Background: an optimization exercise with open tools, aiming at small area, a short achievable clock period and few clock cycles per item. Do not read the settings as production practice.
Function was checked by simulation only, so behaviour that the tests miss may differ from the original.
Power figures rest on the tool's default switching activity, not on a simulated workload.

==> flow/design.v <==
package rrts_pkg;
    localparam int TASK_ID_W = 4;
    localparam int SLEEP_MS_W = 31;
    localparam int TICK_MS_W = 10;
    localparam int NUM_IDS = 1 << TASK_ID_W;
    localparam logic [1:0] CMD_TICK  = 2'd0;
    localparam logic [1:0] CMD_SPAWN = 2'd1;
    localparam logic [1:0] CMD_YIELD = 2'd2;
    localparam logic [1:0] CMD_SLEEP = 2'd3;
    localparam logic [TICK_MS_W-1:0] MS_PER_TICK_RESET = 10'd10;
endpackage
module round_robin_task_scheduler_top #(
    parameter int MAX_TASKS = 16
) (
    input  logic                  clk,
    input  logic                  rst_n,
    input  logic                  cmd_valid,
    output logic                  cmd_ready,
    input  logic [1:0]            cmd_op,
    input  logic [rrts_pkg::TASK_ID_W-1:0]  cmd_task_id,
    input  logic [rrts_pkg::SLEEP_MS_W-1:0] cmd_sleep_ms,
    output logic                  res_valid,
    input  logic                  res_ready,
    output logic [rrts_pkg::TASK_ID_W-1:0]  res_running_task,
    output logic                  res_idle,
    input  logic                  cfg_valid,
    output logic                  cfg_ready,
    input  logic [rrts_pkg::TICK_MS_W-1:0]  cfg_ms_per_tick
);
    localparam int N  = 16;
    localparam int MW = rrts_pkg::SLEEP_MS_W;
    localparam int TW = rrts_pkg::TICK_MS_W;
    localparam int KW = TW + 2;
    function automatic logic [MW-1:0] add_ms(input logic [MW-1:0] x, input logic [MW-1:0] y,
                                             input logic cin);
        logic [MW-1:0] g, p, gg, pp;
        g  = x & y;
        p  = x ^ y;
        gg = g;
        gg[0] = g[0] | (p[0] & cin);
        pp = p;
        for (int d = 1; d < MW; d = d * 2)
        begin
            for (int i = MW - 1; i >= 0; i--)
            begin
                if (((i / d) % 2) == 1)
                begin
                    gg[i] = gg[i] | (pp[i] & gg[(i / d) * d - 1]);
                    pp[i] = pp[i] & pp[(i / d) * d - 1];
                end
            end
        end
        add_ms = p ^ {gg[MW-2:0], cin};
    endfunction
    function automatic logic le_k(input logic [KW-1:0] a, input logic [KW-1:0] b);
        logic [15:0] gt, eq;
        gt = 16'(a & ~b);
        eq = {{(16 - KW){1'b1}}, ~(a ^ b)};
        for (int d = 1; d < 16; d = d * 2)
        begin
            for (int i = 0; i < 16; i = i + 2 * d)
            begin
                gt[i] = gt[i + d] | (eq[i + d] & gt[i]);
                eq[i] = eq[i + d] & eq[i];
            end
        end
        le_k = !gt[0];
    endfunction
    logic           a_valid;
    logic           a_tick, a_spawn, a_yield, a_sleep;
    logic           cmd_rdy_q;
    logic           fire_q;
    logic           a_hold_q;        
    logic           tk_q, sp_q, sl_q, rot_q;
    logic           a_le1;           
    logic           a_le2;           
    logic           idle_q;
    logic           rdy_nz;
    logic [3:0]     a_id;
    logic [MW-1:0]  a_ms;
    logic [N-1:0]   rdy, slp, run_oh;
    logic [3:0]     run_id;
    logic [N-1:0]   ex;
    logic [N-1:0]   due;             
    logic [2:0]     cnt [N];
    logic [N-1:0]   bef_q [N];       
    logic [MW-1:0]  elapsed;
    logic [MW-1:0]  ring [N];
    logic [3:0]     ph;
    logic           w_v;             
    logic [3:0]     w_pos;
    logic [MW-1:0]  w_dl;
    logic [TW-1:0]  mpt;
    logic [KW-1:0]  mul3;
    logic           cfg_chg;         
    logic           amb_q;
    logic           e1_v, e1_t, e1_hi0;
    logic [3:0]     e1_id;
    logic [KW-1:0]  e1_lo;
    logic           e2_v;
    logic [1:0]     e2_t;
    logic [3:0]     e2_id;
    logic [4:1]     e2_le;
    logic           f_v0, f_v1;
    logic [4:0]     f0, f1;
    logic           is_tick, is_spawn, is_yield, is_sleep;
    logic           idle;
    logic [N-1:0]   id_oh;
    logic [N-1:0]   c_one, c_two;
    logic           fire;
    logic           f_pop;
    logic [N-1:0]   wake;
    logic           spawn_ok, sleep_ok, rot;
    logic [N-1:0]   q;
    logic [N-1:0]   head;
    logic [3:0]     head_id;
    logic [N-1:0]   mv, m2;
    logic           tk;
    assign is_tick  = a_tick;
    assign is_spawn = a_spawn;
    assign is_yield = a_yield;
    assign is_sleep = a_sleep;
    assign idle     = idle_q;
    always_comb
    begin
        for (int i = 0; i < N; i++)
        begin
            id_oh[i] = (a_id == 4'(i));
            c_one[i] = (cnt[i] == 3'd1);
            c_two[i] = (cnt[i] == 3'd2);
        end
    end
    assign fire  = fire_q;
    assign cmd_ready = cmd_rdy_q;
    assign tk       = tk_q;
    assign wake     = slp & due;
    assign spawn_ok = sp_q;
    assign sleep_ok = sl_q;
    assign rot      = rot_q;
    always_comb
    begin
        if (is_tick)
            q = rdy_nz ? rdy : wake;
        else if (is_sleep)
            q = rdy & ~run_oh;
        else
            q = rdy;
    end
    function automatic logic bef(input int i, input int j);
        if (i < j)      bef = bef_q[i][j];
        else if (i > j) bef = !bef_q[j][i];
        else            bef = 1'b0;
    endfunction
    always_comb
    begin
        for (int i = 0; i < N; i++)
        begin
            head[i] = q[i];
            for (int j = 0; j < N; j++)
            begin
                if (j != i)
                begin
                    head[i] = head[i] & (!q[j] || bef(i, j));
                end
            end
        end
        head_id = '0;
        for (int i = 0; i < N; i++)
        begin
            if (head[i]) head_id = head_id | 4'(i);
        end
    end
    assign mv = spawn_ok ? id_oh : (sleep_ok ? run_oh : (tk ? wake : '0));
    assign m2 = rot ? head : '0;
    logic [KW:0]    rem_lo;
    logic [MW-KW-1:0] el_hi1;
    logic           rem_hi0;
    logic [KW-1:0]  mul1, mul2, mul4;
    logic           le1, le2, le3, le4;
    logic [2:0]     e2_c0, e2_c1, e2_c2, e2_cnt;
    logic           e2_ex, e2_due;
    logic [N-1:0]   e1_oh;
    logic [N-1:0]   e2_we;
    logic [N-1:0]   amb_n;
    logic           ms_le1;
    logic [3:0]     wpos;
    logic [MW-1:0]  dl_new;
    assign mul1 = KW'(mpt);
    assign mul2 = KW'(mpt) << 1;
    assign mul4 = KW'(mpt) << 2;
    assign rem_lo  = {1'b0, ring[0][KW-1:0]} - {1'b0, elapsed[KW-1:0]};
    assign el_hi1  = elapsed[MW-1:KW] + 1'b1;
    assign rem_hi0 = rem_lo[KW] ? (ring[0][MW-1:KW] == el_hi1)
                                : (ring[0][MW-1:KW] == elapsed[MW-1:KW]);
    assign le1    = e1_hi0 && le_k(e1_lo, mul1);
    assign le2    = e1_hi0 && le_k(e1_lo, mul2);
    assign le3    = e1_hi0 && le_k(e1_lo, mul3);
    assign le4    = e1_hi0 && le_k(e1_lo, mul4);
    assign e2_ex  = e2_le[4];
    logic [2:0]     e3_c [4];
    logic [3:0]     e3_due;
    logic [2:0]     e3_ca, e3_cb;
    logic           e3_da, e3_db;
    always_comb
    begin
        for (int d = 0; d < 4; d++)
        begin
            if (e2_le[1])      e3_c[d] = 3'(1 - d);
            else if (e2_le[2]) e3_c[d] = 3'(2 - d);
            else if (e2_le[3]) e3_c[d] = 3'(3 - d);
            else if (e2_le[4]) e3_c[d] = 3'(4 - d);
            else               e3_c[d] = 3'(5 - d);
            e3_due[d] = e2_le[d + 1] && ((d == 0) || !e2_le[d]);
        end
    end
    assign e3_ca  = e3_c[e2_t];
    assign e3_cb  = e3_c[e2_t + 2'd1];
    assign e3_da  = e3_due[e2_t];
    assign e3_db  = e3_due[e2_t + 2'd1];
    assign e2_cnt = tk ? e3_cb : e3_ca;
    assign e2_due = tk ? e3_db : e3_da;
    assign ms_le1  = a_le1;
    assign wpos    = run_id - ph - 4'd2;
    assign dl_new  = elapsed + a_ms;
    always_comb
    begin
        for (int i = 0; i < N; i++)
        begin
            e1_oh[i] = (e2_id == 4'(i));
        end
    end
    assign e2_we = {N{e2_v}} & e1_oh & slp & ~(wake & {N{tk}});
    assign amb_n = ({N{cfg_chg}} & slp)
                 | (slp & ~ex & ~e2_we & (tk ? c_two : c_one));
    logic [4:0]     res_new;
    logic           f_v0_n, f_v1_n;
    logic           a_valid_n, a_tick_n, amb_any, fire_n;
    logic           a_spawn_n, a_yield_n, a_sleep_n, inlist_n, idle_n;
    logic [3:0]     id_n;
    logic [N-1:0]   rdy_n, slp_n;
    assign f_pop   = f_v0 && res_ready;
    assign res_new = rot ? {(q == '0), head_id} : {idle, run_id};
    assign f_v0_n  = fire || f_v1 || (f_v0 && !f_pop);
    assign f_v1_n  = (f_v1 && !f_pop) || (fire && f_v0 && !f_pop);
    assign a_valid_n = !a_hold_q ? cmd_valid : a_valid;
    assign a_tick_n  = !a_hold_q ? (cmd_op == rrts_pkg::CMD_TICK) : a_tick;
    assign a_spawn_n = !a_hold_q ? (cmd_op == rrts_pkg::CMD_SPAWN) : a_spawn;
    assign a_yield_n = !a_hold_q ? (cmd_op == rrts_pkg::CMD_YIELD) : a_yield;
    assign a_sleep_n = !a_hold_q ? (cmd_op == rrts_pkg::CMD_SLEEP) : a_sleep;
    assign id_n      = !a_hold_q ? cmd_task_id : a_id;
    assign inlist_n  = rdy_n[id_n] || slp_n[id_n];
    assign idle_n    = rot ? (q == '0) : idle_q;
    assign amb_any   = |amb_n;
    assign fire_n    = a_valid_n && !f_v1_n && !(a_tick_n && amb_any);
    always_comb
    begin
        rdy_n = rdy;
        slp_n = slp;
        if (spawn_ok)
        begin
            rdy_n = rdy | id_oh;
        end
        else if (sleep_ok)
        begin
            rdy_n = rdy & ~run_oh;
            slp_n = slp | run_oh;
        end
        else if (tk)
        begin
            rdy_n = rdy | wake;
            slp_n = slp & ~wake;
        end
    end
    assign res_valid        = f_v0;
    assign res_running_task = f0[3:0];
    assign res_idle         = f0[4];
    assign cfg_ready        = 1'b1;
    always_ff @(posedge clk or negedge rst_n)
    begin
        if (!rst_n)
        begin
            a_valid <= 1'b0;
            rdy     <= '0;
            slp     <= '0;
            run_oh  <= '0;
            run_id  <= '0;
            ph      <= '0;
            mpt     <= rrts_pkg::MS_PER_TICK_RESET;
            mul3    <= KW'(3 * rrts_pkg::MS_PER_TICK_RESET);
            cfg_chg <= 1'b0;
            elapsed <= '0;
            amb_q   <= 1'b0;
            e1_v    <= 1'b0;
            e2_v    <= 1'b0;
            w_v     <= 1'b0;
            f_v0    <= 1'b0;
            f_v1    <= 1'b0;
            cmd_rdy_q <= 1'b1;
            fire_q  <= 1'b0;
            a_hold_q <= 1'b0;
            tk_q    <= 1'b0;
            sp_q    <= 1'b0;
            sl_q    <= 1'b0;
            rot_q   <= 1'b0;
            idle_q  <= 1'b1;
            rdy_nz  <= 1'b0;
        end
        else
        begin
            a_valid <= a_valid_n;
            rdy     <= rdy_n;
            slp     <= slp_n;
            rdy_nz  <= (rdy_n != '0);
            if (rot)
            begin
                run_oh <= head;
                run_id <= head_id;
            end
            idle_q  <= idle_n;
            ph <= ph + 4'd1;
            if (tk)
            begin
                elapsed <= elapsed + MW'(mpt);
            end
            cfg_chg <= cfg_valid && (cfg_ms_per_tick != mpt);
            if (cfg_valid)
            begin
                mpt  <= cfg_ms_per_tick;
                mul3 <= (KW'(cfg_ms_per_tick) << 1) + KW'(cfg_ms_per_tick);
            end
            amb_q <= |amb_n;
            e1_v  <= sleep_ok || (slp[ph] && !(tk && wake[ph]) && !(w_v && w_pos == 4'd15));
            w_v   <= sleep_ok;
            e2_v  <= e1_v;
            f_v0  <= f_v0_n;
            f_v1  <= f_v1_n;
            cmd_rdy_q <= !a_valid_n || fire_n;
            fire_q  <= fire_n;
            a_hold_q <= a_valid_n && !fire_n;
            tk_q    <= fire_n && a_tick_n;
            sp_q    <= fire_n && a_spawn_n && !inlist_n;
            sl_q    <= fire_n && a_sleep_n && !idle_n;
            rot_q   <= fire_n && (a_tick_n || a_yield_n || (a_sleep_n && !idle_n));
        end
    end
    always_ff @(posedge clk)
    begin
        if (!a_hold_q)
        begin
            a_tick  <= (cmd_op == rrts_pkg::CMD_TICK);
            a_spawn <= (cmd_op == rrts_pkg::CMD_SPAWN);
            a_yield <= (cmd_op == rrts_pkg::CMD_YIELD);
            a_sleep <= (cmd_op == rrts_pkg::CMD_SLEEP);
            a_le1   <= (cmd_sleep_ms[MW-1:TW] == '0) && (cmd_sleep_ms[TW-1:0] <= mpt);
            a_le2   <= (cmd_sleep_ms[MW-1:TW+1] == '0) && (cmd_sleep_ms[TW:0] <= {mpt, 1'b0});
            a_id <= cmd_task_id;
            a_ms <= cmd_sleep_ms;
        end
        e1_t <= tk;
        e2_t  <= {1'b0, e1_t} + {1'b0, tk};
        e2_id <= e1_id;
        e2_le <= {le4, le3, le2, le1};
        if (sleep_ok)
        begin
            e1_id  <= run_id;
            e1_hi0 <= (a_ms[MW-1:KW] == '0);
            e1_lo  <= a_ms[KW-1:0];
        end
        else
        begin
            e1_id  <= ph;
            e1_hi0 <= rem_hi0;
            e1_lo  <= rem_lo[KW-1:0];
        end
        w_pos <= wpos;
        w_dl  <= dl_new;
        for (int p = 0; p < N; p++)
        begin
            if (w_v && w_pos == 4'(p))
                ring[p] <= w_dl;
            else
                ring[p] <= ring[(p + 1) % N];
        end
        for (int i = 0; i < N; i++)
        begin
            if (sleep_ok && run_oh[i])
            begin
                cnt[i] <= ms_le1 ? 3'd1 : (a_le2 ? 3'd2 : 3'd3);
                ex[i]  <= a_le2;
                due[i] <= ms_le1;
            end
            else if (cfg_chg)
            begin
                cnt[i] <= 3'd1;
                ex[i]  <= 1'b0;
                due[i] <= 1'b0;
            end
            else if (e2_we[i])
            begin
                cnt[i] <= e2_cnt;
                ex[i]  <= e2_ex;
                due[i] <= e2_due;
            end
            else if (tk && slp[i])
            begin
                cnt[i] <= cnt[i] - 3'd1;
                due[i] <= ex[i] && c_two[i];
            end
        end
        for (int i = 0; i < N; i++)
        begin
            for (int j = i + 1; j < N; j++)
            begin
                if (m2[j])
                    bef_q[i][j] <= 1'b1;
                else if (m2[i])
                    bef_q[i][j] <= 1'b0;
                else if (mv[j] && !mv[i])
                    bef_q[i][j] <= 1'b1;
                else if (mv[i] && !mv[j])
                    bef_q[i][j] <= 1'b0;
            end
        end
        if (fire && (!f_v0 || f_pop))
            f0 <= res_new;
        else if (f_pop && f_v1)
            f0 <= f1;
        if (fire && f_v0 && !f_pop)
            f1 <= res_new;
    end
endmodule
==> flow/run.sh <==
#!/bin/bash
# synth_recipe.tcl (not shown) runs the flow's synth.tcl, then flattens the netlist and writes it again
# the make line also repeats each setting of config.mk as NAME=value (left out here)
make -C /OpenROAD-flow-scripts/flow DESIGN_CONFIG=/design/flow/config.mk WORK_HOME=/design/flow/orfs CLKGATE_MAP_FILE= SYNTH_SCRIPT=/design/flow/synth_recipe.tcl finish
==> flow/config.mk <==
export PLATFORM = sky130hd
export DESIGN_NAME = round_robin_task_scheduler_top
export DESIGN_NICKNAME = round_robin_task_scheduler_top
export VERILOG_FILES = /design/flow/design.v
export SDC_FILE = /design/flow/constraint.sdc
export NUM_CORES = 4
export LEC_CHECK = 0
export ABC_AREA = 1
export CAP_MARGIN = 20
export CORE_MARGIN = 2
export CORE_UTILIZATION = 45
export CTS_CLUSTER_DIAMETER = 60
export CTS_CLUSTER_SIZE = 24
export PLACE_DENSITY = 0.65
export SETUP_SLACK_MARGIN = 3.9
export SLEW_MARGIN = 20
==> flow/constraint.sdc <==
create_clock -name core_clock -period 6.5 [get_ports {clk}]
set_input_delay 1.3000 -clock core_clock [delete_from_list [all_inputs] [get_ports {clk}]]
set_output_delay 1.3000 -clock core_clock [all_outputs]
set_load 0.01 [all_outputs]
==> results of run 1 <==
metal layers:
| layer | wire length [um] | global-route usage [%] |
|---|---|---|
| met5 | 0 | 0 |
| met4 | 6040 | 10.9 |
| met3 | 11400 | 4.66 |
| met2 | 63200 | 44.3 |
| met1 | 61000 | 37.4 |
sequential cells by signal (all words and copies together) (netlist names), 5 cells and up:
register,flops
cnt,48
due,16
rdy,16
ex,16
elapsed,31
w_dl,31
bef_q,120
e1_lo,12
a_ms,31
f1,5
mul3,12
f0,5
mpt,9
ring,496
slp,16
run_oh,16
stage by stage:
stage | total power [mW] | hold WS, ns | area [sq um]
final | 24.2 | 0.326 | 50100
after global routing | 25.7 | 0.326 | 50100
after CTS | 23.5 | 0.329 | 49200
after detailed placement | 17.9 | 0.316 | 45300
after global placement | 17.8 | 0.313 | 45300
after floorplan | 15.1 | 0.310 | 44000
power groups by stage:
stage,combinational [mW],sequential [mW],clock [mW]
finish,9.58,9.48,5.09
global route,10.6,9.66,5.37
CTS,8.89,9.42,5.16
detailed placement,8.37,9.51,0
global placement,8.26,9.50,0
floorplan,6.12,8.96,0
timing repair:
action	CTS	global route
cloned	6	3
gates resized for setup	173	126
setup buffers	50	34
setup endpoints to repair	252	184
hold buffers	0	0
pin swaps	9	16
final cells by class:
cell class / instances / share of cell area, %
diodes: 1 / 0.00500
clock buffers: 90 / 4.20
clock inverters: 52 / 1.30
inverters: 578 / 4.47
multi-input cells: 3862 / 42.0
flip-flops and latches: 934 / 41.1
well taps: 1276 / 3.19
repair buffers: 190 / 3.69
repair inverters: 1 / 0.0150
cells in the final DEF (no fill, tap or decap), types with 37 or more instances in the layout:
| master | instances |
|---|---|
| sky130_fd_sc_hd__nand2_1 | 1455 |
| sky130_fd_sc_hd__dfxtp_1 | 685 |
| sky130_fd_sc_hd__o21ai_0 | 676 |
| sky130_fd_sc_hd__inv_1 | 545 |
| sky130_fd_sc_hd__nor2_1 | 344 |
| sky130_fd_sc_hd__a21oi_1 | 242 |
| sky130_fd_sc_hd__nand3_1 | 236 |
| sky130_fd_sc_hd__ha_1 | 163 |
| sky130_fd_sc_hd__edfxtp_1 | 123 |
| sky130_fd_sc_hd__buf_4 | 109 |
| sky130_fd_sc_hd__dfrtp_1 | 105 |
| sky130_fd_sc_hd__o211ai_1 | 100 |
| sky130_fd_sc_hd__nand4_1 | 94 |
| sky130_fd_sc_hd__clkbuf_16 | 85 |
| sky130_fd_sc_hd__xor2_1 | 46 |
| sky130_fd_sc_hd__o22ai_1 | 46 |
| sky130_fd_sc_hd__xnor2_1 | 44 |
| sky130_fd_sc_hd__clkdlybuf4s50_1 | 38 |
| sky130_fd_sc_hd__o221ai_1 | 37 |
cell families after synthesis:
| family | Yosys count | share of synthesized area [%] |
|---|---|---|
| compound gates | 1212 | 15.4 |
| fa+ha+maj | 215 | 6.04 |
| xor+xnor | 92 | 1.83 |
| other cells | 1 | 0.00852 |
| simple gates | 2340 | 22.2 |
| buf+inv | 847 | 7.77 |
| flops | 934 | 46.7 |
worst min-delay path by stage:
stage	start	endpoint	slack, ns	cells after the start
5_1_grt	e1_id[2]	e2_id[2]	0.33	0
3_3_place_gp	e1_id[0]	e2_id[0]	0.31	0
6_report	e1_id[2]	e2_id[2]	0.33	0
4_1_cts	e1_id[2]	e2_id[2]	0.33	0
2_1_floorplan	e1_id[0]	e2_id[0]	0.31	0
3_5_place_dp	e1_id[1]	e2_id[1]	0.32	0
==> metrics.log, run 1 <==
INFO  metric yosys_register_bits = 934
INFO  metric crit_path_max_fanout = 1
INFO  metric worstPathArrival = 1.40 ns
INFO  metric regToRegSetupSlack = 3.95 ns
INFO  metric grt_pass1_wl = 215 mm
INFO  metric synth_top_cells_by_count = sky130_fd_sc_hd__nand2_1 (1,494), sky130_fd_sc_hd__o21ai_0 (689), sky130_fd_sc_hd__dfxtp_1 (687), sky130_fd_sc_hd__inv_1 (566), sky130_fd_sc_hd__nor2_1 (368)
INFO  metric swShare = a little over two fifths
INFO  metric path_class = flip-flop to output port
INFO  metric place_worst_setup_slack = 2.84 ns
INFO  metric firstDrtPassIters = 8
INFO  metric globalRoute.totalOverflow = 0
INFO  metric critPathRequiredTime = about 5.2 ns
INFO  metric tritoncts.num_buffers = 77
INFO  metric ioPinCount = 60
INFO  metric min_period_over_period = about 42%
INFO  metric routed_wire_length_per_instance = 20.3 um
INFO  metric pwr-share-seq = 39.3%
INFO  metric post-route-drc-count = 0
INFO  metric route.vias.total = around 39k
INFO  metric vias_per_cell = about 5.6
INFO  metric sequential_standard_cell_area = 0.0206 sq mm
INFO  metric die_x = 317 um
INFO  metric reg2regPathDepth = 10
INFO  metric combPwrFrac = between 30% and 40%
INFO  metric grt_use_total = around 28%
INFO  metric post-synth-top-count-cell = sky130_fd_sc_hd__nand2_1
INFO  metric worst_slew_pin_tran = 0.868 ns
INFO  metric internal-power = between 10 and 15 mW
INFO  metric instances_no_fill = about 7k
INFO  metric clockBufferDepth = 3
INFO  metric first_global_vias = between 30k and 40k
INFO  metric r2r_end = due[12]
INFO  metric synth_fp_nets = 5,880
INFO  metric setup_total_negative_slack = 0 ns
INFO  metric die_h = about 320 um
INFO  metric power.share.clock = 21.1%
INFO  metric placeableCoreArea = 0.0969 sq mm
INFO  metric placed_instances = 6,748
INFO  metric rows = 114
INFO  metric clk_transition_reported_paths = 0.09 ns
INFO  metric irDropWorstVdd = 0.253 mV
INFO  metric dr.first_iter.drc_count = 3,967
INFO  metric clkSinkCount = 934
INFO  metric final_core_utilization = 51.7%
INFO  metric timing.slew.headroom = 42.2%
INFO  metric post_synth_arst_share = 13.3%
INFO  metric synthesized_cell_area = approximately 0.044 sq mm
INFO  metric reg2reg_from = tk_q
INFO  metric area_growth_syn_to_layout = 13.8%
INFO  metric cp-end-kind = output port
INFO  metric post-synth-top-area-cell = sky130_fd_sc_hd__dfxtp_1
INFO  metric clkLatencyLatePin = 0.68 ns
INFO  metric period_needed = 2.70 ns
INFO  metric count_of_buffer_and_inverter_cells_on_the_critical_path = 1
INFO  metric crit_path_end = res_idle
INFO  metric critPathSlowestCell = sky130_fd_sc_hd__edfxtp_1
INFO  metric rsz0062_at_grt = yes
INFO  metric antenna_violating_nets_post_route = 0
INFO  metric power_leakage = 22.7 nW
INFO  metric start_kind = flip-flop
INFO  metric ys_warn_count = 6
INFO  metric last_weighted_congestion_value_of_the_routability_driven_placer = 0.967
INFO  metric num-fill-cells = around 9.3k
INFO  metric crit_path_max_incr_delay = ~0.54 ns
INFO  metric layout.nets = 5,883
INFO  metric netlist.area_leader.share = 31.3%
INFO  metric synth_edf_count = 123
INFO  metric avgSynthCellArea = slightly below 8 sq um
INFO  metric dieArea = 0.100 sq mm
INFO  metric post_synth_inst_count = 5,641
INFO  metric grt_antenna_before_repair = 3
INFO  metric cts_root_buffer = sky130_fd_sc_hd__clkbuf_16
INFO  metric dp.final_hpwl = 96.0 mm
INFO  metric power-per-cell-area = 482 mW/mm^2
INFO  metric multi_input_area = 0.0210 sq mm
INFO  metric detail_route.wirelength = 142 mm
INFO  metric largest_net_degree_at_the_start_of_global_routing = 77
INFO  metric post_synth_main_area_contributors = sky130_fd_sc_hd__dfxtp_1 (31%), sky130_fd_sc_hd__nand2_1 (13%), sky130_fd_sc_hd__edfxtp_1 (8.4%)
INFO  metric ys_seq_area_share = 46.7%
INFO  metric critical_path_cell_count = 1
INFO  metric fin_worst_skew = 0.0386 ns
INFO  metric cts_tree = built
INFO  metric synth-main-ff-cell = sky130_fd_sc_hd__dfxtp_1
INFO  metric final_critical_path_setup_slack = 3.80 ns
INFO  metric final-setup-viol-count = 0
INFO  metric distinct_cells_synth = 63
INFO  metric hold_viol_final = 0
INFO  metric timing.fmax = 0.370 GHz
INFO  metric worst_setup_path_startpoint = f0[4]
INFO  metric series_of_cell_instances_along_the_critical_path = buf_2
INFO  metric finalMaxSlewViolations = 0
INFO  metric hold_path_class = flip-flop to flip-flop
INFO  metric layout-drive-gt1-share = approximately a tenth
INFO  metric port_buffers = between 50 and 60
INFO  metric max_cap_viol_count = 0
INFO  metric cts_max_level = 3
INFO  metric power.switching = around 10 mW
INFO  metric floorplan.initialDensity = 45.4%
INFO  metric outcome = complete, no violations
INFO  metric family_with_the_most_delay_on_the_worst_path = flip-flops
Testbench counts, summed over its fixed seeds: cycles 13,116, items 12,800.
==> run 2, diff against run 1 <==
--- a/flow/design.v
+++ b/flow/design.v
@@ -97,2 +97,3 @@
     logic           e1_v, e1_t, e1_hi0;
+    logic           e1_eq0, e1_eq1, e1_bw;
     logic [3:0]     e1_id;
@@ -176,3 +177,3 @@
     logic [MW-KW-1:0] el_hi1;
-    logic           rem_hi0;
+    logic           rem_eq0, rem_eq1;
     logic [KW-1:0]  mul1, mul2, mul4;
@@ -192,4 +193,5 @@
     assign el_hi1  = elapsed[MW-1:KW] + 1'b1;
-    assign rem_hi0 = rem_lo[KW] ? (ring[0][MW-1:KW] == el_hi1)
-                                : (ring[0][MW-1:KW] == elapsed[MW-1:KW]);
+    assign rem_eq1 = (ring[0][MW-1:KW] == el_hi1);
+    assign rem_eq0 = (ring[0][MW-1:KW] == elapsed[MW-1:KW]);
+    assign e1_hi0  = e1_bw ? e1_eq1 : e1_eq0;
     assign le1    = e1_hi0 && le_k(e1_lo, mul1);
@@ -296,6 +298,7 @@
             f_v0    <= 1'b0;
+            f0      <= '0;
             f_v1    <= 1'b0;
-            cmd_rdy_q <= 1'b1;
+            cmd_rdy_q <= 1'b0;       
             fire_q  <= 1'b0;
-            a_hold_q <= 1'b0;
+            a_hold_q <= 1'b1;
             tk_q    <= 1'b0;
@@ -335,2 +338,6 @@
             f_v0  <= f_v0_n;
+            if (fire && (!f_v0 || f_pop))
+                f0 <= res_new;
+            else if (f_pop && f_v1)
+                f0 <= f1;
             f_v1  <= f_v1_n;
@@ -365,3 +372,5 @@
             e1_id  <= run_id;
-            e1_hi0 <= (a_ms[MW-1:KW] == '0);
+            e1_eq0 <= (a_ms[MW-1:KW] == '0);
+            e1_eq1 <= (a_ms[MW-1:KW] == '0);
+            e1_bw  <= 1'b0;
             e1_lo  <= a_ms[KW-1:0];
@@ -371,3 +380,5 @@
             e1_id  <= ph;
-            e1_hi0 <= rem_hi0;
+            e1_eq0 <= rem_eq0;
+            e1_eq1 <= rem_eq1;
+            e1_bw  <= rem_lo[KW];
             e1_lo  <= rem_lo[KW-1:0];
@@ -423,6 +434,2 @@
         end
-        if (fire && (!f_v0 || f_pop))
-            f0 <= res_new;
-        else if (f_pop && f_v1)
-            f0 <= f1;
         if (fire && f_v0 && !f_pop)
--- a/flow/config.mk
+++ b/flow/config.mk
@@ -13,3 +13,3 @@
 export CTS_CLUSTER_SIZE = 24
-export PLACE_DENSITY = 0.65
+export PLACE_DENSITY = 0.66
 export SETUP_SLACK_MARGIN = 3.9
==> run 2 against run 1 <==
  * Clock power is essentially flat
  * Routed wire length down 6.7%
  * Sequential cell count is 2 higher
  * Still clean on timing, DRC and antenna
  * Largest cell class is now flip-flops and latches
  * Combinational power decreased by 12%
  * Register-to-register slack got worse by 0.04 ns
  * Global-route usage is 1.5 points lower
  * Setup slack gained 0.11 ns
  * Clock skew fell by 0.0094 ns
  * Die area is 1.3% lower
  * Final area fell by 2.6%
  * Core utilization fell by 0.54 points
  * Via count down 3.5%
==> metrics.log, run 2 <==
INFO  metric ioPinCount = 60 (unchanged)
INFO  metric post_synth_main_area_contributors = sky130_fd_sc_hd__dfxtp_1 (32%), sky130_fd_sc_hd__nand2_1 (12%), sky130_fd_sc_hd__edfxtp_1 (8.2%)
INFO  metric die_h = 315 um (-0.64%)
INFO  metric instances_no_fill = 6,749 (-3.4%)
INFO  metric placed_instances = 6,564 (-2.7%)
INFO  metric floorplan.initialDensity = 45.6% (+0.14 points)
INFO  metric worst_slew_pin_tran = 0.996 ns (+0.129 ns)
INFO  metric synth_fp_nets = 5,696 (-3.1%)
INFO  metric clkSinkCount = 936 (+0.21%)
INFO  metric synth_edf_count = 118 (-4.1%)
INFO  metric final_critical_path_setup_slack = 3.91 ns (+0.114 ns)
INFO  metric routed_wire_length_per_instance = 19.6 um (-3.4%)
INFO  metric largest_net_degree_at_the_start_of_global_routing = 87 (+13%)
INFO  metric cp-end-kind = flip-flop
INFO  metric first_global_vias = 35.4k (-3.2%)
INFO  metric postCtsHoldBufs = 0 (unchanged)
INFO  metric clockBufferDepth = 3 (unchanged)
INFO  metric reg.largest.list = ring (496), bef_q (120), cnt (48)
INFO  metric cts_root_buffer = sky130_fd_sc_hd__clkbuf_16
INFO  metric area_growth_syn_to_layout = 12.3%
INFO  metric setup_total_negative_slack = 0 ns (unchanged)
INFO  metric post-synth-top-area-cell = sky130_fd_sc_hd__dfxtp_1
INFO  metric hold_viol_final = 0 (unchanged)
INFO  metric firstDrtPassIters = 6 (-2)
INFO  metric placeableCoreArea = 0.0953 sq mm (-1.6%)
INFO  metric period_needed = 2.59 ns (-0.114 ns)
INFO  metric min_period_over_period = 39.8% (-1.7 points)
INFO  metric fin_worst_skew = 0.0292 ns (-0.00940 ns)
INFO  metric start_kind = flip-flop
INFO  metric cts_max_level = 3 (unchanged)
INFO  metric number_of_antenna_repair_diodes = 0 (-1)
INFO  metric ys_warn_count = 6 (unchanged)
INFO  metric outcome = complete, no violations
INFO  metric layout.nets = 5,665 (-3.7%)
INFO  metric post_synth_inst_count = 5,457 (-3.3%)
INFO  metric dieArea = 0.0990 sq mm (-1.3%)
INFO  metric critPathRequiredTime = 7.04 ns (+1.84 ns)
INFO  metric rsz0062_at_grt = yes
INFO  metric ys_seq_area_share = 47.4% (+0.65 points)
INFO  metric synth-main-ff-cell = sky130_fd_sc_hd__dfxtp_1
INFO  metric irDropWorstVdd = 0.341 mV (+35%)
INFO  metric post_synth_arst_share = 13.8% (+0.51 points)
INFO  metric final-setup-viol-count = 0 (unchanged)
INFO  metric place_worst_setup_slack = 2.91 ns (+0.0741 ns)
INFO  metric path_class = flip-flop to flip-flop
INFO  metric avgSynthCellArea = 7.96 sq um (+2.0%)
INFO  metric dr.first_iter.drc_count = 3,650 (-8.0%)
INFO  metric hold_path_class = flip-flop to flip-flop
INFO  metric grt_use_total = 26.2% (-1.5 points)
INFO  metric finalMaxSlewViolations = 0 (unchanged)
INFO  metric grt_antenna_before_repair = 1 (-2)
INFO  metric tritoncts.num_buffers = 77 (unchanged)
INFO  metric synth_top_cells_by_count = sky130_fd_sc_hd__nand2_1 (1,393), sky130_fd_sc_hd__dfxtp_1 (689), sky130_fd_sc_hd__o21ai_0 (646), sky130_fd_sc_hd__inv_1 (525), sky130_fd_sc_hd__nor2_1 (364)
INFO  metric die_x = 315 um (-0.64%)
INFO  metric worstPathArrival = 3.13 ns (+1.73 ns)
INFO  metric clkLatencyLatePin = 0.65 ns (-0.03 ns)
INFO  metric last_weighted_congestion_value_of_the_routability_driven_placer = 0.999 (+3.3%)
INFO  metric grt_pass1_wl = 203 mm (-5.5%)
INFO  metric detail_route.wirelength = 132 mm (-6.7%)
INFO  metric layout-drive-gt1-share = 8.73% (-0.82 points)
INFO  metric final_common_cell = sky130_fd_sc_hd__nand2_1
INFO  metric power_leakage = 22.1 nW (-2.7%)
INFO  metric dp.final_hpwl = 89.7 mm (-6.5%)
INFO  metric cts_tree = built
INFO  metric vias_per_cell = 5.56 (-0.14%)
INFO  metric port_buffers = 58 (unchanged)
INFO  metric top_register = ring
INFO  metric mostFrequentLayoutCells = sky130_fd_sc_hd__nand2_1 (1,368), sky130_fd_sc_hd__dfxtp_1 (688), sky130_fd_sc_hd__o21ai_0 (632)
INFO  metric max_cap_viol_count = 0 (unchanged)
INFO  metric power-per-cell-area = 469 mW/mm^2 (-2.7%)
INFO  metric distinct_cells_synth = 65 (+3.2%)
INFO  metric post-synth-top-count-cell = sky130_fd_sc_hd__nand2_1
INFO  metric number_of_flip_flops_in_the_largest_register = 496 (unchanged)
INFO  metric post-route-drc-count = 0 (unchanged)
INFO  metric crit_path_max_fanout = 48 (+47)
INFO  metric synthesized_cell_area = 0.0434 sq mm (-1.3%)
INFO  metric clk_transition_reported_paths = 0.08 ns (about the same)
INFO  metric globalRoute.totalOverflow = 0 (unchanged)
INFO  metric route.vias.total = 37.5k (-3.5%)
INFO  metric netlist.area_leader.share = 31.8% (+0.50 points)
INFO  metric rows = 113 (-0.88%)
INFO  metric timing.slew.headroom = 33.1% (-9.0 points)
INFO  metric yosys_register_bits = 936 (+0.21%)
INFO  metric timing.fmax = 0.386 GHz (+4.4%)
INFO  metric antenna_violating_nets_post_route = 0 (unchanged)
run 2: cell count changes in the layout (fill, tap and decap cells not counted), sizes merged, moves of 16 or more:
| cell | before | now |
|---|---|---|
| inv | 595 | 542 |
| a21oi | 252 | 276 |
| nand3 | 272 | 202 |
| xor2 | 47 | 70 |
| nand4 | 94 | 78 |
| o211ai | 108 | 135 |
| nand2 | 1517 | 1427 |
| o21bai | 22 | 5 |
| buf | 134 | 86 |
| maj3 | 28 | 0 |
| o221ai | 37 | 58 |
| o21ai | 700 | 662 |
run 2: cell families (layout without fill, tap and decap cells):
| family | after synthesis | in the layout | share of synthesized area, % |
|---|---|---|---|
| AOI/OAI and AO/OA | 1249 | 1249 | 16.6 |
| xor gates and xnor gates | 113 | 113 | 2.28 |
| adders and majority gates | 187 | 187 | 5.48 |
| buffers and inverters | 794 | 819 | 7.34 |
| DFF | 936 | 936 | 47.4 |
| muxes | 1 | 1 | 0.0231 |
| other | 1 | 1 | 0.00864 |
| and+or+nand+nor | 2176 | 2178 | 20.9 |
run 2: worst max-delay path: stages, from the launching register on:
cell and delay, ns:
sky130_fd_sc_hd__dfrtp_2 0.42, sky130_fd_sc_hd__buf_12 0.18, sky130_fd_sc_hd__inv_2 0.23, sky130_fd_sc_hd__nand2_1 0.10, sky130_fd_sc_hd__buf_6 0.20, sky130_fd_sc_hd__o211ai_1 0.33
sky130_fd_sc_hd__nand2_4 0.22, sky130_fd_sc_hd__clkinvlp_4 0.15, sky130_fd_sc_hd__buf_4 0.24, sky130_fd_sc_hd__nor2_1 0.07, sky130_fd_sc_hd__o211ai_1 0.18, sky130_fd_sc_hd__nand2_1 0.06
run 2: through the flow:
stage,cell area (sq um),hold WS [ns],utilization (%),power [mW]
after global placement,44800,0.314,47.0,17.1
after global routing,48800,0.337,51.2,24.3
final,48800,0.327,51.2,22.9
after CTS,48300,0.328,50.7,22.6
after floorplan,43500,0.310,-,14.7
after detailed placement,44800,0.314,47.0,17.2
run 2: final timing paths:
check	depth (start not counted)	to	start	slack, ns
min in group asynchronous	1	a_valid	rst_n	0.73
max in group asynchronous	2	elapsed[0]	rst_n	4.55
hold / removal	0	e2_id[0]	e1_id[0]	0.33
setup / recovery	11	bef_q[14][15]	sl_q	3.91
setup reg to reg	11	bef_q[14][15]	sl_q	3.91
hold reg to reg	0	e2_id[0]	e1_id[0]	0.33
run 2: layout make-up:
class | count | area (sq um)
clock buffers | 86 | 2090
clock inverters | 51 | 689
fillers | 9227 | 46500
inverters | 541 | 2120
multi-input cells | 3729 | 20400
flip-flops and latches | 936 | 20600
well taps | 1265 | 1580
repair buffers | 138 | 1270
repair inverters | 3 | 22.5
run 2: power breakdown:
part	internal, mW	switching, mW
clock	2.63	2.49
sequential	8.09	1.20
combinational	2.91	5.56
total	13.6	9.25
run 2: repair_timing:
item                                    4_1_cts  5_1_grt
hold endpoints to repair                      0        0
pin swaps                                     3       18
gates resized for setup                     141       91
buffers inserted                             33        9
endpoints found under the setup margin      240      179
cloned                                        4        2
run 2: layer usage:
layer	wire length, um	global-route usage [%]	share of wire (%)	up-vias
met4	6400	12.2	4.8	2
li1	-	-	-	18100
met2	58200	41.0	44	1500
met5	13	0	0.0098	-
met1	57400	35.1	43	17500
met3	10200	4.75	7.7	400
Testbench counts of run 2, summed over its fixed seeds: cycles 13,116, items 12,800.
==> run 3, diff against run 2 <==
--- a/flow/config.mk
+++ b/flow/config.mk
@@ -10,6 +10,6 @@
 export CORE_MARGIN = 2
-export CORE_UTILIZATION = 45
+export CORE_UTILIZATION = 50
 export CTS_CLUSTER_DIAMETER = 60
 export CTS_CLUSTER_SIZE = 24
-export PLACE_DENSITY = 0.66
+export PLACE_DENSITY = 0.7
 export SETUP_SLACK_MARGIN = 3.9
==> run 3 against run 2 <==
  * Still clean
  * First-iteration DRC count increased by 0.44%
  * Die area decreased by 9.9%
  * Fmax decreased by 0.96%
==> metrics.log, run 3 <==
INFO  metric outcome = complete, no violations
INFO  metric regToRegSetupSlack = 3.89 ns (-0.03 ns)
INFO  metric instances_no_fill = 6,649 (-1.5%)
INFO  metric area_growth_syn_to_layout = 11.7%
INFO  metric crit_path_max_fanout = 11 (-77%)
INFO  metric synth-main-ff-cell = sky130_fd_sc_hd__dfxtp_1
INFO  metric cts_root_buffer = sky130_fd_sc_hd__clkbuf_16
INFO  metric rsz0062_at_grt = yes
INFO  metric die_x = 299 um (-5.1%)
INFO  metric vias_per_cell = 5.69 (+2.4%)
INFO  metric first_global_vias = 35.6k (+0.53%)
INFO  metric placed_instances = 6,455 (-1.7%)
INFO  metric tritoncts.num_buffers = 73 (-5.2%)
INFO  metric clk_transition_reported_paths = 0.07 ns (about the same)
INFO  metric hold_viol_final = 0 (unchanged)
INFO  metric netlist.area_leader.share = 31.8% (unchanged)
INFO  metric period_needed = 2.61 ns (+0.0250 ns)
INFO  metric top_register = ring
INFO  metric timing.slew.headroom = 33.3% (+0.15 points)
INFO  metric min_period_over_period = 40.2% (+0.38 points)
INFO  metric number_of_flip_flops_in_the_largest_register = 496 (unchanged)
INFO  metric synthesized_cell_area = 0.0434 sq mm (unchanged)
INFO  metric worst_slew_pin_tran = 1.00 ns (+0.00442 ns)
INFO  metric globalRoute.totalOverflow = 0 (unchanged)
INFO  metric worstPathArrival = 3.03 ns (-0.10 ns)
INFO  metric power_leakage = 22.0 nW (-0.21%)
INFO  metric irDropWorstVdd = 0.389 mV (+14%)
INFO  metric grt_pass1_wl = 203 mm (about the same)
INFO  metric grt_antenna_before_repair = 2 (+1)
INFO  metric synth_edf_count = 118 (unchanged)
INFO  metric routed_wire_length_per_instance = 19.9 um (+1.6%)
INFO  metric finalHoldWorstSlack = 0.331 ns (+0.00358 ns)
INFO  metric mostFrequentLayoutCells = sky130_fd_sc_hd__nand2_1 (1,370), sky130_fd_sc_hd__dfxtp_1 (688), sky130_fd_sc_hd__o21ai_0 (635)
INFO  metric ioPinCount = 60 (unchanged)
INFO  metric final_common_cell = sky130_fd_sc_hd__nand2_1
INFO  metric final-setup-viol-count = 0 (unchanged)
INFO  metric layout-drive-gt1-share = 8.85% (+0.11 points)
INFO  metric antenna_violating_nets_post_route = 0 (unchanged)
INFO  metric distinct_cells_synth = 65 (unchanged)
INFO  metric clkSinkCount = 936 (unchanged)
INFO  metric start_kind = flip-flop
INFO  metric busiest_layer = met2
INFO  metric placeableCoreArea = 0.0863 sq mm (-9.4%)
INFO  metric setup_total_negative_slack = 0 ns (unchanged)
INFO  metric cts_tree = built
INFO  metric max_cap_viol_count = 0 (unchanged)
INFO  metric largest_net_degree_at_the_start_of_global_routing = 71 (-18%)
INFO  metric groute.layer.met3.usage = 5.08% (+0.33 points)
INFO  metric ys_seq_area_share = 47.4% (unchanged)
INFO  metric final_core_utilization = 56.2% (+5.0 points)
INFO  metric post_synth_main_area_contributors = sky130_fd_sc_hd__dfxtp_1 (32%), sky130_fd_sc_hd__nand2_1 (12%), sky130_fd_sc_hd__edfxtp_1 (8.2%)
INFO  metric global_route.usage.met2 = 45.4% (+4.4 points)
INFO  metric fin_worst_skew = 0.0286 ns (-0.000655 ns)
INFO  metric worst_setup_path_startpoint = rdy_nz
INFO  metric port_buffers = 58 (unchanged)
INFO  metric power-per-cell-area = 467 mW/mm^2 (-0.39%)
INFO  metric post_synth_arst_share = 13.8% (unchanged)
INFO  metric firstDrtPassIters = 8 (+2)
INFO  metric clkLatencyLatePin = 0.66 ns (about the same)
INFO  metric grt_use_total = 28.9% (+2.8 points)
INFO  metric grt.met1_usage = 38.7% (+3.6 points)
INFO  metric synth_top_cells_by_count = sky130_fd_sc_hd__nand2_1 (1,393), sky130_fd_sc_hd__dfxtp_1 (689), sky130_fd_sc_hd__o21ai_0 (646), sky130_fd_sc_hd__inv_1 (525), sky130_fd_sc_hd__nor2_1 (364)
INFO  metric post-route-drc-count = 0 (unchanged)
INFO  metric finalMaxSlewViolations = 0 (unchanged)
INFO  metric floorplan.initialDensity = 50.3% (+4.7 points)
INFO  metric post_synth_inst_count = 5,457 (unchanged)
INFO  metric hold_critical_path_endpoint = e2_id[0]
INFO  metric cp-end-kind = flip-flop
INFO  metric last_weighted_congestion_value_of_the_routability_driven_placer = 1.07 (+7.1%)
INFO  metric path_class = flip-flop to flip-flop
INFO  metric hold_path_class = flip-flop to flip-flop
INFO  metric dieArea = 0.0892 sq mm (-9.9%)
INFO  metric post-synth-top-count-cell = sky130_fd_sc_hd__nand2_1
INFO  metric critPathRequiredTime = 6.91 ns (-0.13 ns)
INFO  metric cts_max_level = 3 (unchanged)
INFO  metric post-synth-top-area-cell = sky130_fd_sc_hd__dfxtp_1
INFO  metric final_critical_path_setup_slack = 3.89 ns (-0.0250 ns)
INFO  metric synth_fp_nets = 5,696 (unchanged)
INFO  metric die_h = 299 um (-5.1%)
INFO  metric place_worst_setup_slack = 2.89 ns (-0.0191 ns)
INFO  metric clockBufferDepth = 3 (unchanged)
INFO  metric yosys_register_bits = 936 (unchanged)
INFO  metric reg2reg_from = rdy_nz
INFO  metric reg.largest.list = ring (496), bef_q (120), cnt (48)
INFO  metric postCtsHoldBufs = 0 (unchanged)
INFO  metric timing.fmax = 0.382 GHz (-0.96%)
INFO  metric hold_start = e1_id[0]
INFO  metric r2r_end = f1[0]
INFO  metric route.vias.total = 37.9k (+0.92%)
INFO  metric ys_warn_count = 6 (unchanged)
INFO  metric rows = 108 (-4.4%)
INFO  metric hold-path-cell-count = 0 (unchanged)
INFO  metric detail_route.wirelength = 132 mm (+0.14%)
INFO  metric dp.final_hpwl = 90.3 mm (+0.69%)
INFO  metric dr.first_iter.drc_count = 3,666 (+0.44%)
INFO  metric number_of_antenna_repair_diodes = 0 (unchanged)
INFO  metric avgSynthCellArea = 7.96 sq um (unchanged)
INFO  metric layout.nets = 5,680 (+0.26%)
INFO  metric reg2regPathDepth = 13 (+2)
run 3: report_power, final:
group | leakage, nW | switching, mW | internal [mW]
logic | 12.3 | 5.58 | 2.93
clock network | 1.24 | 2.39 | 2.42
registers | 8.49 | 1.27 | 8.09
total | 22.0 | 9.24 | 13.4
run 3: area by class of cell:
class                      count  area (sq um)
multi-input combinational   3727         20300
clock buffer                  87          2050
sequential                   936         20600
timing repair buffer         159          1430
inverter                     541          2120
fill                        8014         37800
clock inverter                41           502
timing repair inverter         3          22.5
tap                         1155          1450
run 3: critical path: stages, from the launching register on:
cell and delay (ns):
sky130_fd_sc_hd__dfrtp_4 0.55, sky130_fd_sc_hd__buf_4 0.22, sky130_fd_sc_hd__nand2_1 0.08, sky130_fd_sc_hd__nand3_1 0.11, sky130_fd_sc_hd__nand2_4 0.25, sky130_fd_sc_hd__nand2_1 0.16, sky130_fd_sc_hd__nand4_1 0.21, sky130_fd_sc_hd__nor2_1 0.08
sky130_fd_sc_hd__nand2_1 0.10, sky130_fd_sc_hd__nand3_1 0.16, sky130_fd_sc_hd__nor2_1 0.22, sky130_fd_sc_hd__nand2_1 0.08, sky130_fd_sc_hd__nand2_1 0.10, sky130_fd_sc_hd__inv_1 0.07
run 3: stage by stage:
stage / cell area [sq um] / power, mW
global route: 48500 / 24.1
floorplan: 43500 / 14.7
global placement: 44700 / 17.1
CTS: 48000 / 22.3
detailed placement: 44700 / 17.3
finish: 48500 / 22.7
run 3: cell families after synthesis:
logic type,synth area share [%]
simple gates,20.9
compound gates,16.6
flops,47.4
mux,0.0231
fa+ha+maj,5.48
other cells,0.00864
buf+inv,7.34
xor+xnor,2.28
run 3: timing repair:
action / CTS / global route
pin swaps: 3 / 13
resized for setup: 134 / 86
setup endpoints to repair: 229 / 225
gates cloned: 3 / 1
buffers inserted: 40 / 22
run 3: layer usage:
layer  part of all wire [%]  up-vias
met5                 0.0091        -
met1                     42    17600
met4                    5.5        2
li1                       -    18100
met2                     44     1699
met3                    8.6      479
run 3: worst max path at each step:
stage | to | slack (ns) | cells after the start
final | f1[0] | 3.89 | 13
after global routing | ring[6][23] | 3.81 | 7
after CTS | cmd_ready | 3.90 | 1
after detailed placement | bef_q[14][15] | 2.89 | 10
after global placement | mul3[9] | 2.96 | 15
after floorplan | mul3[9] | 3.72 | 14
==> run 4, diff against run 3 <==
==> flow/flow/run.sh (new file) <==
#!/bin/bash
# The standard layout (standard.sh, unchanged synthesis and steps), except that clock
# tree synthesis adds no dummy loads to the clock tree. The whole ORFS run's output goes
# to standard.log here; ORFS keeps each step's own log under orfs/logs/.
set -euo pipefail
export CTS_ARGS="-sink_clustering_enable -repair_clock_nets -sink_clustering_size 24 -sink_clustering_max_diameter 60 -dont_use_dummy_load"
bash standard.sh > standard.log 2>&1
==> flow/standard.sh (new file) <==
#!/bin/bash
# synth_recipe.tcl (not shown) runs the flow's synth.tcl, then flattens the netlist and writes it again
# the make line also repeats each setting of config.mk as NAME=value (left out here)
make -C /OpenROAD-flow-scripts/flow DESIGN_CONFIG=/design/flow/config.mk WORK_HOME=/design/flow/orfs CLKGATE_MAP_FILE= SYNTH_SCRIPT=/design/flow/synth_recipe.tcl "${@:-finish}"
--- a/flow/config.mk
+++ b/flow/config.mk
@@ -10,6 +10,6 @@
 export CORE_MARGIN = 2
-export CORE_UTILIZATION = 50
+export CORE_UTILIZATION = 45
 export CTS_CLUSTER_DIAMETER = 60
 export CTS_CLUSTER_SIZE = 24
-export PLACE_DENSITY = 0.7
+export PLACE_DENSITY = 0.65
 export SETUP_SLACK_MARGIN = 3.9
removed: flow/run.sh
==> run 4 against run 3 <==
  * Still clean
  * Sequential share of layout area up 0.47 points
  * Sequential power about the same
  * Clock skew up 0.054 ns
  * Synthesized area unchanged
  * Routed wire length up 1.5%
  * Synthesized cell count unchanged
  * Fmax up 0.45%
  * Via count down 0.76%
  * Non-clock buffer count down 5
  * Final area down 1.1%
  * Register-to-register slack about the same
  * Cell count up 0.86%
  * Largest cell class unchanged
==> metrics.log, run 4 <==
INFO  metric layout-drive-gt1-share = 7.92% (-0.92 points)
INFO  metric detail_route.wirelength = 134 mm (+1.5%)
INFO  metric worstPathArrival = 3.01 ns (-0.02 ns)
INFO  metric clockBufferDepth = 3 (unchanged)
INFO  metric post-synth-top-count-cell = sky130_fd_sc_hd__nand2_1
INFO  metric number_of_flip_flops_in_the_largest_register = 496 (unchanged)
INFO  metric antenna_violating_nets_post_route = 0 (unchanged)
INFO  metric dieArea = 0.0990 sq mm (+11%)
INFO  metric ys_warn_count = 6 (unchanged)
INFO  metric top_register = ring
INFO  metric fin_worst_skew = 0.0828 ns (+0.0543 ns)
INFO  metric hold_viol_final = 0 (unchanged)
INFO  metric irDropWorstVdd = 0.327 mV (-16%)
INFO  metric family_with_the_most_delay_on_the_worst_path = simple AND/OR/NAND/NOR gates
INFO  metric crit_path_max_fanout = 26 (+15)
INFO  metric count_of_buffer_and_inverter_cells_on_the_critical_path = 2 (unchanged)
INFO  metric placed_cell_area = 0.0448 sq mm (+0.29%)
INFO  metric min_period_over_period = 40.0% (-0.18 points)
INFO  metric cts_root_buffer = sky130_fd_sc_hd__clkbuf_16
INFO  metric hold_path_class = flip-flop to flip-flop
INFO  metric largest_net_degree_at_the_start_of_global_routing = 79 (+11%)
INFO  metric cts_tree = built
INFO  metric yosys_register_bits = 936 (unchanged)
INFO  metric synth_top_cells_by_count = sky130_fd_sc_hd__nand2_1 (1,393), sky130_fd_sc_hd__dfxtp_1 (689), sky130_fd_sc_hd__o21ai_0 (646), sky130_fd_sc_hd__inv_1 (525), sky130_fd_sc_hd__nor2_1 (364)
INFO  metric fin_total_pwr = 22.0 mW (-3.1%)
INFO  metric mostFrequentLayoutCells = sky130_fd_sc_hd__nand2_1 (1,368), sky130_fd_sc_hd__dfxtp_1 (689), sky130_fd_sc_hd__o21ai_0 (636)
INFO  metric area_growth_syn_to_layout = 10.4%
INFO  metric layout.nets = 5,681 (+0.018%)
INFO  metric distinct_cells_synth = 65 (unchanged)
INFO  metric cp-end-kind = flip-flop
INFO  metric critPathRequiredTime = 6.91 ns (about the same)
INFO  metric outcome = complete, no violations
INFO  metric firstDrtPassIters = 6 (-2)
INFO  metric dr.first_iter.drc_count = 3,881 (+5.9%)
INFO  metric globalRoute.totalOverflow = 0 (unchanged)
INFO  metric rsz0062_at_grt = yes
INFO  metric synth_fp_nets = 5,696 (unchanged)
INFO  metric timing.fmax = 0.384 GHz (+0.45%)
INFO  metric die_h = 315 um (+5.3%)
INFO  metric post_synth_arst_share = 13.8% (unchanged)
INFO  metric period_needed = 2.60 ns (-0.0118 ns)
INFO  metric synth_edf_count = 118 (unchanged)
INFO  metric postCtsHoldBufs = 0 (unchanged)
INFO  metric timing.slew.headroom = 39.2% (+5.9 points)
INFO  metric design_area = 0.0480 sq mm (-1.1%)
INFO  metric finalMaxSlewViolations = 0 (unchanged)
INFO  metric first_global_vias = 35.3k (-0.94%)
INFO  metric vias_per_cell = 5.60 (-1.6%)
INFO  metric reg.largest.list = ring (496), bef_q (120), cnt (48)
INFO  metric placeableCoreArea = 0.0953 sq mm (+10%)
INFO  metric power_leakage = 21.8 nW (-1.2%)
INFO  metric crit_path_max_incr_delay = 0.31 ns (-0.24 ns)
INFO  metric synth-main-ff-cell = sky130_fd_sc_hd__dfxtp_1
INFO  metric ys_seq_area_share = 47.4% (unchanged)
INFO  metric routed_wire_length_per_instance = 20.0 um (+0.60%)
INFO  metric grt_antenna_before_repair = 1 (-1)
INFO  metric post-synth-top-area-cell = sky130_fd_sc_hd__dfxtp_1
INFO  metric grt_use_total = 26.5% (-2.4 points)
INFO  metric critPathSlowestCell = sky130_fd_sc_hd__dfxtp_1
INFO  metric start_kind = flip-flop
INFO  metric max_cap_viol_count = 0 (unchanged)
INFO  metric last_weighted_congestion_value_of_the_routability_driven_placer = 1.01 (-5.1%)
INFO  metric cts_max_level = 3 (unchanged)
INFO  metric grt_pass1_wl = 206 mm (+1.3%)
INFO  metric final_common_cell = sky130_fd_sc_hd__nand2_1
INFO  metric clkSinkCount = 936 (unchanged)
INFO  metric post-route-drc-count = 0 (unchanged)
INFO  metric rows = 113 (+4.6%)
INFO  metric num-fill-cells = 9,252 (+15%)
INFO  metric series_of_cell_instances_along_the_critical_path = buf_6, inv_8, nor2_4, nand2_2, nand3_4, or2_0, nand4_1, nor2_1, nand3_1, nand2_1, nor2_1, nand3_1, and2_1
INFO  metric floorplan.initialDensity = 45.6% (-4.7 points)
INFO  metric synthesized_cell_area = 0.0434 sq mm (unchanged)
INFO  metric dp.final_hpwl = 91.5 mm (+1.3%)
INFO  metric avgSynthCellArea = 7.96 sq um (unchanged)
INFO  metric route.vias.total = 37.6k (-0.76%)
INFO  metric post_synth_inst_count = 5,457 (unchanged)
INFO  metric ioPinCount = 60 (unchanged)
INFO  metric port_buffers = 58 (unchanged)
INFO  metric regToRegSetupSlack = 3.90 ns (about the same)
INFO  metric worst_slew_pin_tran = 0.913 ns (-0.0880 ns)
INFO  metric clk_transition_reported_paths = 0.08 ns (about the same)
INFO  metric final-setup-viol-count = 0 (unchanged)
INFO  metric die_x = 315 um (+5.3%)
INFO  metric clkLatencyLatePin = 0.66 ns (about the same)
INFO  metric path_class = flip-flop to flip-flop
INFO  metric post_synth_main_area_contributors = sky130_fd_sc_hd__dfxtp_1 (32%), sky130_fd_sc_hd__nand2_1 (12%), sky130_fd_sc_hd__edfxtp_1 (8.2%)
INFO  metric power-per-cell-area = 458 mW/mm^2 (-2.0%)
INFO  metric netlist.area_leader.share = 31.8% (unchanged)
INFO  metric setup_total_negative_slack = 0 ns (unchanged)
INFO  metric final_core_utilization = 50.3% (-5.9 points)
INFO  metric tritoncts.num_buffers = 78 (+6.8%)
==> run 4: stage by stage <==
stage,hold WS [ns],std cells,worst slack (ns)
6_report,0.335,6706,3.90
5_1_grt,0.346,6705,3.77
4_1_cts,0.334,6667,3.85
3_5_place_dp,0.313,6564,2.92
3_3_place_gp,0.311,6564,2.92
2_1_floorplan,0.310,5457,3.72
==> run 4: cell families after synthesis <==
group           Yosys count  synth area share, %
xor+xnor                113                 2.28
mux                       1               0.0231
flops                   936                 47.4
other cells               1              0.00864
compound gates         1249                 16.6
buf+inv                 794                 7.34
simple gates           2176                 20.9
fa+ha+maj               187                 5.48
==> run 4: path summary, 6_finish.rpt <==
kind / end / depth (start not counted) / from
worst max register to register: f1[1] / 13 / a_tick
worst max-delay path: f1[1] / 13 / a_tick
worst min-delay path: e2_id[2] / 0 / e1_id[2]
max in group asynchronous: elapsed[1] / 2 / rst_n
worst min register to register: e2_id[2] / 0 / e1_id[2]
min in group asynchronous: cmd_rdy_q / 1 / rst_n
==> run 4: final cells by class <==
| class | count | area (sq um) | share of cell area [%] |
|---|---|---|---|
| multi-input cells | 3728 | 20300 | 42.3 |
| well taps | 1265 | 1580 | 3.30 |
| clock buffers | 78 | 1950 | 4.07 |
| inverters | 541 | 2110 | 4.40 |
| repair buffers | 154 | 1420 | 2.96 |
| flip-flops and latches | 936 | 20600 | 42.9 |
| diodes | 1 | 2.50 | 0.00522 |
| repair inverters | 3 | 22.5 | 0.0470 |
==> run 4: layer usage <==
layer | share of wire, % | global-route usage, % | wire (um)
met1 | 43 | 35.9 | 58300
met2 | 44 | 42.0 | 59500
met3 | 7.9 | 4.55 | 10600
met4 | 4.4 | 10.6 | 5860
met5 | 0.0060 | 0 | 8
==> run 4: repair_timing <==
| item | in CTS | in global routing |
|---|---|---|
| endpoints found under the setup margin | 241 | 176 |
| hold endpoints to repair | 0 | 0 |
| resized for setup | 120 | 79 |
| gates cloned | 3 | 3 |
| pin swaps | 2 | 10 |
| setup buffers | 22 | 35 |
==> run 4: report_power, final <==
part | total, mW | switching, mW | internal (mW)
Clock | 4.13 | 2.02 | 2.11
Combinational | 8.50 | 5.59 | 2.91
Sequential | 9.33 | 1.24 | 8.09
==> run 5, diff against run 4 <==
==> flow/flow/run.sh (replaced) <==
#!/bin/bash
# The standard layout (standard.sh, unchanged synthesis and steps), except that clock
# tree synthesis adds no dummy loads to the clock tree and the port buffers are buf_2 cells.
# The whole ORFS run's output goes to standard.log here; ORFS keeps each step's own log
# under orfs/logs/.
set -euo pipefail
export CTS_ARGS="-sink_clustering_enable -repair_clock_nets -sink_clustering_size 24 -sink_clustering_max_diameter 60 -dont_use_dummy_load"
export BUFFER_PORTS_ARGS="-buffer_cell sky130_fd_sc_hd__buf_2"
bash standard.sh > standard.log 2>&1
==> run 5 against run 4 <==
  * Via count is 0.51% lower
  * Sequential share of layout area up 0.11 points
  * Still clean
  * Clock-buffer cell count rose by 5
  * Clock skew fell by 0.025 ns
  * Core utilization fell by 0.12 points
  * Register-to-register slack got worse by 0.02 ns
  * Critical endpoint unchanged
==> metrics.log, run 5 <==
INFO  metric netlist.area_leader.share = 31.8% (unchanged)
INFO  metric reg2regPathDepth = 13 (unchanged)
INFO  metric worst_slew_pin_tran = 1.01 ns (+0.0981 ns)
INFO  metric clockBufferDepth = 3 (unchanged)
INFO  metric placeableCoreArea = 0.0953 sq mm (unchanged)
INFO  metric post-synth-top-count-cell = sky130_fd_sc_hd__nand2_1
INFO  metric setup_total_negative_slack = 0 ns (unchanged)
INFO  metric routed_wire_length_per_instance = 19.8 um (-1.1%)
INFO  metric power_leakage = 21.8 nW (about the same)
INFO  metric antenna_violating_nets_post_route = 0 (unchanged)
INFO  metric internal-power = 13.3 mW (+1.1%)
INFO  metric avgSynthCellArea = 7.96 sq um (unchanged)
INFO  metric floorplan.initialDensity = 45.6% (unchanged)
INFO  metric dp.final_hpwl = 91.0 mm (-0.61%)
INFO  metric ys_warn_count = 6 (unchanged)
INFO  metric layout-drive-gt1-share = 8.73% (+0.81 points)
INFO  metric post_synth_arst_share = 13.8% (unchanged)
INFO  metric port_buffers = 58 (unchanged)
INFO  metric outcome = complete, no violations
INFO  metric final-setup-viol-count = 0 (unchanged)
INFO  metric path_class = flip-flop to flip-flop
INFO  metric clkSinkCount = 936 (unchanged)
INFO  metric number_of_antenna_repair_diodes = 0 (-1)
INFO  metric final_common_cell = sky130_fd_sc_hd__nand2_1
INFO  metric critPathRequiredTime = 6.89 ns (-0.02 ns)
INFO  metric first_global_vias = 35.4k (+0.52%)
INFO  metric timing.slew.headroom = 32.6% (-6.5 points)
INFO  metric rows = 113 (unchanged)
INFO  metric ys_seq_area_share = 47.4% (unchanged)
INFO  metric number_of_flip_flops_in_the_largest_register = 496 (unchanged)
INFO  metric cp-end-kind = flip-flop
INFO  metric max_cap_viol_count = 0 (unchanged)
INFO  metric dr.first_iter.drc_count = 3,525 (-9.2%)
INFO  metric post_synth_main_area_contributors = sky130_fd_sc_hd__dfxtp_1 (32%), sky130_fd_sc_hd__nand2_1 (12%), sky130_fd_sc_hd__edfxtp_1 (8.2%)
INFO  metric irDropWorstVdd = 0.337 mV (+3.0%)
INFO  metric globalRoute.totalOverflow = 0 (unchanged)
INFO  metric worstPathArrival = 3.01 ns (about the same)
INFO  metric crit_path_end = f1[1]
INFO  metric start_kind = flip-flop
INFO  metric firstDrtPassIters = 6 (unchanged)
INFO  metric reg2reg_from = a_tick
INFO  metric swShare = 40.0% (-0.27 points)
INFO  metric post-route-drc-count = 0 (unchanged)
INFO  metric vias_per_cell = 5.57 (-0.53%)
INFO  metric power-per-cell-area = 462 mW/mm^2 (+0.86%)
INFO  metric combPwrFrac = 38.3% (-0.4 points)
INFO  metric detail_route.wirelength = 133 mm (-1.1%)
INFO  metric grt_use_total = 26.6% (+0.12 points)
INFO  metric hold_start = e1_v
INFO  metric groute.layer.met3.usage = 4.17% (-0.38 points)
INFO  metric final_core_utilization = 50.2% (-0.12 points)
INFO  metric area_growth_syn_to_layout = 10.2%
INFO  metric synth_fp_nets = 5,696 (unchanged)
INFO  metric pwr-share-seq = 42.3% (-0.2 points)
INFO  metric power.share.clock = 19.4% (+0.6 points)
INFO  metric grt_pass1_wl = 206 mm (+0.41%)
INFO  metric die_h = 315 um (unchanged)
INFO  metric largest_net_degree_at_the_start_of_global_routing = 89 (+13%)
INFO  metric cts_tree = built
INFO  metric rsz0062_at_grt = yes
INFO  metric worst_setup_path_startpoint = a_tick
INFO  metric grt.met1_usage = 36.3% (+0.35 points)
INFO  metric distinct_cells_synth = 65 (unchanged)
INFO  metric layout.nets = 5,683 (+0.035%)
INFO  metric fin_worst_skew = 0.0582 ns (-0.0246 ns)
INFO  metric synth_top_cells_by_count = sky130_fd_sc_hd__nand2_1 (1,393), sky130_fd_sc_hd__dfxtp_1 (689), sky130_fd_sc_hd__o21ai_0 (646), sky130_fd_sc_hd__inv_1 (525), sky130_fd_sc_hd__nor2_1 (364)
INFO  metric period_needed = 2.62 ns (+0.0200 ns)
INFO  metric die_x = 315 um (unchanged)
INFO  metric mostFrequentLayoutCells = sky130_fd_sc_hd__nand2_1 (1,372), sky130_fd_sc_hd__dfxtp_1 (688), sky130_fd_sc_hd__o21ai_0 (633)
INFO  metric yosys_register_bits = 936 (unchanged)
INFO  metric r2r_end = f1[1]
INFO  metric synthesized_cell_area = 0.0434 sq mm (unchanged)
INFO  metric grt_antenna_before_repair = 2 (+1)
INFO  metric power.switching = 8.84 mW (about the same)
INFO  metric cts_max_level = 3 (unchanged)
INFO  metric min_period_over_period = 40.4% (+0.31 points)
INFO  metric regToRegSetupSlack = 3.88 ns (-0.02 ns)
INFO  metric synth_edf_count = 118 (unchanged)
INFO  metric timing.fmax = 0.381 GHz (-0.76%)
INFO  metric hold_path_class = flip-flop to flip-flop
INFO  metric global_route.usage.met2 = 42.1% (+0.065 points)
INFO  metric clkLatencyLatePin = 0.68 ns (+0.02 ns)
INFO  metric clk_transition_reported_paths = 0.07 ns (about the same)
INFO  metric finalMaxSlewViolations = 0 (unchanged)
INFO  metric synth-main-ff-cell = sky130_fd_sc_hd__dfxtp_1
INFO  metric post-synth-top-area-cell = sky130_fd_sc_hd__dfxtp_1
INFO  metric last_weighted_congestion_value_of_the_routability_driven_placer = 1.00 (-1.4%)
INFO  metric tritoncts.num_buffers = 83 (+6.4%)
INFO  metric ioPinCount = 60 (unchanged)
INFO  metric dieArea = 0.0990 sq mm (unchanged)
INFO  metric post_synth_inst_count = 5,457 (unchanged)
INFO  metric crit_path_max_fanout = 26 (unchanged)
INFO  metric cts_root_buffer = sky130_fd_sc_hd__clkbuf_16
INFO  metric finalHoldWorstSlack = 0.317 ns (-0.0181 ns)
INFO  metric hold_viol_final = 0 (unchanged)
INFO  metric reg.largest.list = ring (496), bef_q (120), cnt (48)
INFO  metric top_register = ring
INFO  metric route.vias.total = 37.4k (-0.51%)
INFO  metric busiest_layer = met2
INFO  metric postCtsHoldBufs = 0 (unchanged)
## run 5: layout make-up
class	instances	area (sq um)
clock buffers	83	2080
fillers	9300	47500
inverters	541	2120
multi-input cells	3727	20300
flip-flops and latches	936	20600
well taps	1265	1580
repair buffers	152	1180
repair inverters	3	22.5
## run 5: layer usage
layer	wire length [um]	share of wire, %
met4	6060	4.6
met5	29	0.022
met2	58600	44
met3	10200	7.7
met1	58000	44
## run 5: cell families (layout without fill, tap and decap cells)
logic type / Yosys count / in the layout / share of synthesized area [%]
and+or+nand+nor: 2176 / 2176 / 20.9
AOI/OAI and AO/OA: 1249 / 1249 / 16.6
DFF: 936 / 936 / 47.4
buffers and inverters: 794 / 779 / 7.34
adders and majority gates: 187 / 187 / 5.48
xor gates and xnor gates: 113 / 113 / 2.28
other: 1 / 1 / 0.00864
muxes: 1 / 1 / 0.0231
## run 5: how the worst min path moves through the flow
stage                    end  cells after the start
detailed placement  e2_id[3]                      0
CTS                     e2_v                      0
global placement    e2_id[0]                      0
finish                  e2_v                      0
floorplan           e2_id[0]                      0
global route        e2_id[3]                      0
## run 5: power by group through the flow
stage                     sequential [mW]  clock, mW  combinational [mW]
final                                9.35       4.29                8.47
after global placement               9.39          0                7.79
after detailed placement             9.38          0                7.88
after floorplan                      8.88          0                5.84
after global routing                 9.53       4.58                9.51
after CTS                            9.31       4.37                8.13
## run 5: what timing repair did
item                                    4_1_cts  5_1_grt
gates cloned                                  3        2
pin swaps                                     5       15
buffers inserted                             33       20
gates resized for setup                      86       75
endpoints found under the setup margin      238      202
## run 5: through the flow
step | total power [mW] | cells | cell area (sq um) | setup slack [ns]
floorplan | 14.7 | 5457 | 43500 | 3.72
global placement | 17.2 | 6566 | 44600 | 3.30
detailed placement | 17.3 | 6566 | 44600 | 3.25
CTS | 21.8 | 6685 | 47300 | 3.91
global route | 23.6 | 6707 | 47800 | 3.79
finish | 22.1 | 6707 | 47800 | 3.88
## run 5: critical path, stage by stage (launching register included)
cell and delay [ns]:
sky130_fd_sc_hd__dfxtp_1 0.32, sky130_fd_sc_hd__buf_6 0.24, sky130_fd_sc_hd__inv_8 0.14, sky130_fd_sc_hd__nand2_2 0.36
sky130_fd_sc_hd__nand2_2 0.21, sky130_fd_sc_hd__o21ai_1 0.18, sky130_fd_sc_hd__inv_1 0.07, sky130_fd_sc_hd__nand2_1 0.06
sky130_fd_sc_hd__nor2_1 0.08, sky130_fd_sc_hd__nand2_1 0.11, sky130_fd_sc_hd__nand2_1 0.06, sky130_fd_sc_hd__nor2_1 0.17
sky130_fd_sc_hd__nand3_2 0.16, sky130_fd_sc_hd__and2_1 0.18

Setup slack of run 5, layout unchanged: 3.877 ns with ideal ports, 3.877 ns with driving cells assumed (clock clkbuf_16, inputs buf_2), 3.376 ns with port delays also shifted by the 0.719 ns mid clock arrival.
